Context: an optimization exercise on an open-source flow, tuned for small area, a short achievable clock period and few clock cycles per item. The choices shown serve that exercise and are no tape-out recipe. The RTL was checked by simulation tests, not by an equivalence proof against the original design. No activity file was given, so power comes from the tool's default toggle rates.

job 5145:
// integer_to_radix_digits
module integer_to_radix_digits
#(
	parameter int MAX_ALPHABET = 16
) (
	input  logic                   clk,
	input  logic                   arst_n,
	input  logic                   cfg_we,
	input  logic [CFG_IDX_W-1:0]   cfg_index,
	input  logic [CFG_W-1:0]       cfg_data,
	input  logic                   in_valid,
	output logic                   in_ready,
	input  logic signed [DATA_W-1:0] value,
	output logic                   out_valid,
	input  logic                   out_ready,
	output logic [CHAR_W-1:0]      out_char,
	output logic                   last_char
);
export LEC_CHECK = 0
export ABC_AREA = 1
export CAP_MARGIN = 20
export CORE_MARGIN = 2
export CORE_UTILIZATION = 60
export PLACE_DENSITY = 0.75
export SETUP_SLACK_MARGIN = 3.0
export SLEW_MARGIN = 20
create_clock -name core_clock -period 7.0 [get_ports {clk}]
run.sh (not shown) runs the stock make flow with config.mk's settings and CLKGATE_MAP_FILE= SYNTH_SCRIPT=/design/flow/synth_recipe.tcl, a recipe that flattens the netlist after the stock synthesis.
Every stage of the flow completed for job 5145, and the final layout passed the timing, DRC and antenna checks.
Testbench counts of job 5145, summed over its fixed seeds: cycles 10,277, values 960.
The inputs of job 6378 differ from those of job 5145 as listed below.
- a change of CORE_UTILIZATION from 60 to 40
- a deleted PLACE_DENSITY that had been 0.75
- a deleted ABC_AREA that had been 1
- a deleted SETUP_SLACK_MARGIN that had been 3.0
Results
Job 6378 has number of logic stages on the critical path including buffering below what job 5145 had.
Of job 5145 and job 6378, the higher synthesized-area fraction occupied by ao, oa, aoi and oai cells belongs to job 6378.
Looking at net load switching power across both flows, job 6378 is the stronger of the two, with job 5145 trailing.
Taking job 5145 as the reference, in job 6378 final design area excluding fillers lower; worst setup slack after placement lower.
First element of the critical path: nd4_q[1] -> job 6378, scan_q -> job 5145
Post-cts repair resize count was higher in job 5145 than in job 6378.
Area growth from synthesis to layout: job 6378 > job 5145
Job 6378 reports a higher combinational power share than job 5145 does.
Longest individual stage delay on the worst path: job 6378 higher than job 5145
The routed wire length number comes out higher for job 5145 vs job 6378.
diff inputs: job 6378 => job 9481
- an added ABC_AREA of 1
- a change of CORE_UTILIZATION from 40 to 60
- an added SETUP_SLACK_MARGIN of 3.6
Results
[compare] base=job 6378 new=job 9481: total power after layout climbed about 3.6%, post-synthesis mux area share lower.
Looking only at number of cells on the worst reg-to-reg path, and setting everything else aside, the lower value of job 9481 and job 6378 goes to job 6378.
Summary of job 9481 over job 6378: global-route met2 utilization rose 19 points; synthesized cell area rose about 3%; non-clock buffer count rose 77%; post-route cell area rose about 8%.
Between job 6378 and job 9481, cell row count decreased.
Setup changes, job 9481 to job 5698
- changing SETUP_SLACK_MARGIN from 3.6 to 3.45
- changing CORE_UTILIZATION from 60 to 50
Results
Job 5698: critical path depth 3 above job 9481. Compared with job 9481, job 5698 shows via density per instance lower by about 5.4%. Job 9481 ended up with sky130_fd_sc_hd__dfxtp_1 as its cell with the largest stage delay on the worst path; job 5698 ended up with sky130_fd_sc_hd__dfrtp_1. The vertical die dimension of job 5698 exceeds that of job 9481 by 9.4%. [compare] base=job 9481 new=job 5698: slack of the critical path shows a reduction of 0.036 ns, minimum period implied by the final worst setup slack shows an increase of 0.036 ns, multi-input combinational cell count shows no meaningful change, clock-buffer cell count shows an increase of 8.
Input changes introduced in job 7705 (baseline for comparison: job 5698):
- SETUP_SLACK_MARGIN: 3.45 -> 3.6
==> comparison <==
[diff] leakage power, job 7705 relative to job 5698: regression. Compared with job 5698, job 7705 shows a number of filler cells placed in the layout that is about 1.3% lower. Number of top-level pins: job 7705 vs job 5698 identical. Any difference in non-clock inverter total of the final layout between job 7705 and job 5698 is small enough to ignore. Job 7705 leaves more setup margin than job 5698. The higher utilization of the core after routing of job 5698 and job 7705 is in job 7705. The higher flip-flop and latch share of the layout cell area of job 5698 and job 7705 is in job 5698. Proportion of total power due to net switching | job 7705 below job 5698. Between job 5698 and job 7705, number of post-CTS setup repair buffers is lower for job 5698, job 7705 comes in above that. Lower total routed wirelength among job 5698 and job 7705: job 5698. The proportion of cell area occupied by multi-input gates in job 7705 sits 0.17 points below the value recorded for job 5698.

---

Setup of build 41:
integer_to_radix_digits again, from the RTL that the note above started with.
Design integer_to_radix_digits, start of the top module:
module integer_to_radix_digits
#(
	parameter int MAX_ALPHABET = 16
) (
	input  logic                   clk,
	input  logic                   arst_n,
	input  logic                   cfg_we,
	input  logic [CFG_IDX_W-1:0]   cfg_index,
	input  logic [CFG_W-1:0]       cfg_data,
	input  logic                   in_valid,
	output logic                   in_ready,
	input  logic signed [DATA_W-1:0] value,
	output logic                   out_valid,
	input  logic                   out_ready,
	output logic [CHAR_W-1:0]      out_char,
	output logic                   last_char
);
	localparam int K  = 2;                  
	localparam int NV = 2;                  
	localparam int VW = 1;
	localparam int NS = (DATA_W + K - 1) / K;
	localparam int W  = NS * K;
	localparam int S  = 16;                 
	localparam int SW = 4;
	logic [RADIX_W-1:0] alen_q;
	logic               wlo_q;
	logic               whi_q;
	logic [CHAR_W-1:0]  ach_q [16];
	logic [15:0]        badf_q;
	function automatic logic bad_char(input logic [7:0] c);
		bad_char = c[7] || c[6:5] == 2'b00 || c == CHAR_PLUS || c == CHAR_MINUS;
	endfunction
	logic cfg_reg;
	assign cfg_reg = cfg_we && cfg_index != 2'd3;
	always_ff @(posedge clk or negedge arst_n) begin
		if (!arst_n) begin
			alen_q <= '0;
			wlo_q  <= 1'b0;
			whi_q  <= 1'b0;
		end else if (cfg_we) begin
			if (cfg_index == REG_LENGTH)
				alen_q <= cfg_data[RADIX_W-1:0];
			if (cfg_index == REG_LOW)
				wlo_q <= 1'b1;
  ...
Settings: LEC_CHECK=0, CAP_MARGIN=20, CORE_MARGIN=2, CORE_UTILIZATION=50, SETUP_SLACK_MARGIN=3.6, SLEW_MARGIN=20; clock period 7.0 ns.
Build 41 | stages: all done | timing, DRC, antenna: all pass
Testbench counts of build 41, summed over its fixed seeds: cycles 10,277, values 960.
Changes in build 78 relative to build 41:
- SETUP_SLACK_MARGIN: 3.6 -> 3.75
- ABC_AREA: unset -> 1
==> comparison <==
Taking build 41 as the reference, in build 78 number of placed cells counting well taps moved up, post-layout total power moved down, routed wire length has increased.
Relative to build 78, the following input files were edited for build 74:
- swapping 50 for 40 in CORE_UTILIZATION
- swapping 3.75 for 3.0 in SETUP_SLACK_MARGIN
[summary]
Build 74: horizontal die dimension higher than build 78. | sequential share of layout area | higher: build 74 |. Of build 74 and build 78, the lower post-route fraction of the period consumed by the critical path belongs to build 78. Build 74 vs. build 78: post-layout minimum cycle time went up by 0.62 ns. [compare] base=build 78 new=build 74: sequential cell count roughly the same; starting density of the core now smaller.
Setup changes, build 74 to build 50
- CORE_UTILIZATION changed from 40 to 50
- SETUP_SLACK_MARGIN changed from 3.0 to 3.3
Findings:
Build 50: no failed stages, no open violations at the end. Wire length of the first global-routing pass across build 74 and build 50: no real change. Final clock period utilization by the worst path (build 50 over build 74): decrease, 4.2 points. Relative to build 74, the final design area excluding fillers measured on build 50 has increased slightly.
### build 50 -> build 24
- ABC_AREA no longer set, was 1
- SETUP_SLACK_MARGIN now 3.0, was 3.3
- CORE_UTILIZATION now 40, was 50
Notes after the runs:
Build 24 was carried through to the last stage, and its layout satisfied the timing, DRC and antenna checks. NOTE power of the combinational group build 50->build 24 increased by more than 10%. Route | build 24 vs build 50 | wire shorter in build 24. Diff build 50 -> build 24: setup slack lower; tightest hold margin has increased; met1 track demand over resource has decreased.

[re-timing with driven ports]
The flow's constraints put no driver on any port. The routed layouts listed below were extracted and timed again, unchanged, in two steps. Step 1 assumes that a clkbuf_16 drives the clock port and a buf_2 every other input. Step 2 also shifts input and output timing later by t, the mid clock arrival at the registers, as if the neighbouring blocks saw the same clock. Three values: ideal ports, drivers, drivers and shift; two values: the first two.
run | shift t [ns] | setup slack, ns | worst setup path at the end | latest minus earliest clock arrival (ns) | cell pins on the clock port's net
job 5145 | 0.689 | 3.129 / 3.129 / 2.736 | input to register | 0.027 / 0.027 | 1
job 6378 | 0.708 | 1.724 / 1.724 / 1.724 | register to register | 0.027 / 0.027 | 1
job 9481 | 0.695 | 3.616 / 3.616 / 3.086 | input to register | 0.035 / 0.035 | 1
job 5698 | 0.708 | 3.580 / 3.580 / 2.982 | input to register | 0.025 / 0.025 | 1
job 7705 | 0.712 | 3.720 / 3.700 / 3.115 | input to register | 0.024 / 0.023 | 1
build 41 | 0.708 | 2.904 / 2.904 / 2.904 | register to register | 0.037 / 0.038 | 1
build 78 | 0.706 | 3.736 / 3.736 / 3.189 | input to register | 0.061 / 0.060 | 1
build 74 | 0.688 | 3.114 / 3.109 / 2.795 | input to register | 0.047 / 0.047 | 1
build 50 | 0.708 | 3.411 / 3.345 / 2.892 | input to register | 0.024 / 0.024 | 1
build 24 | 0.682 | 3.002 / 3.002 / 2.580 | input to register | 0.042 / 0.042 | 1
After both steps setup and hold are still met in every run listed. The setup slack of job 7705, which loses most, moves by -0.020 ns with the drivers and by -0.605 ns with both steps.
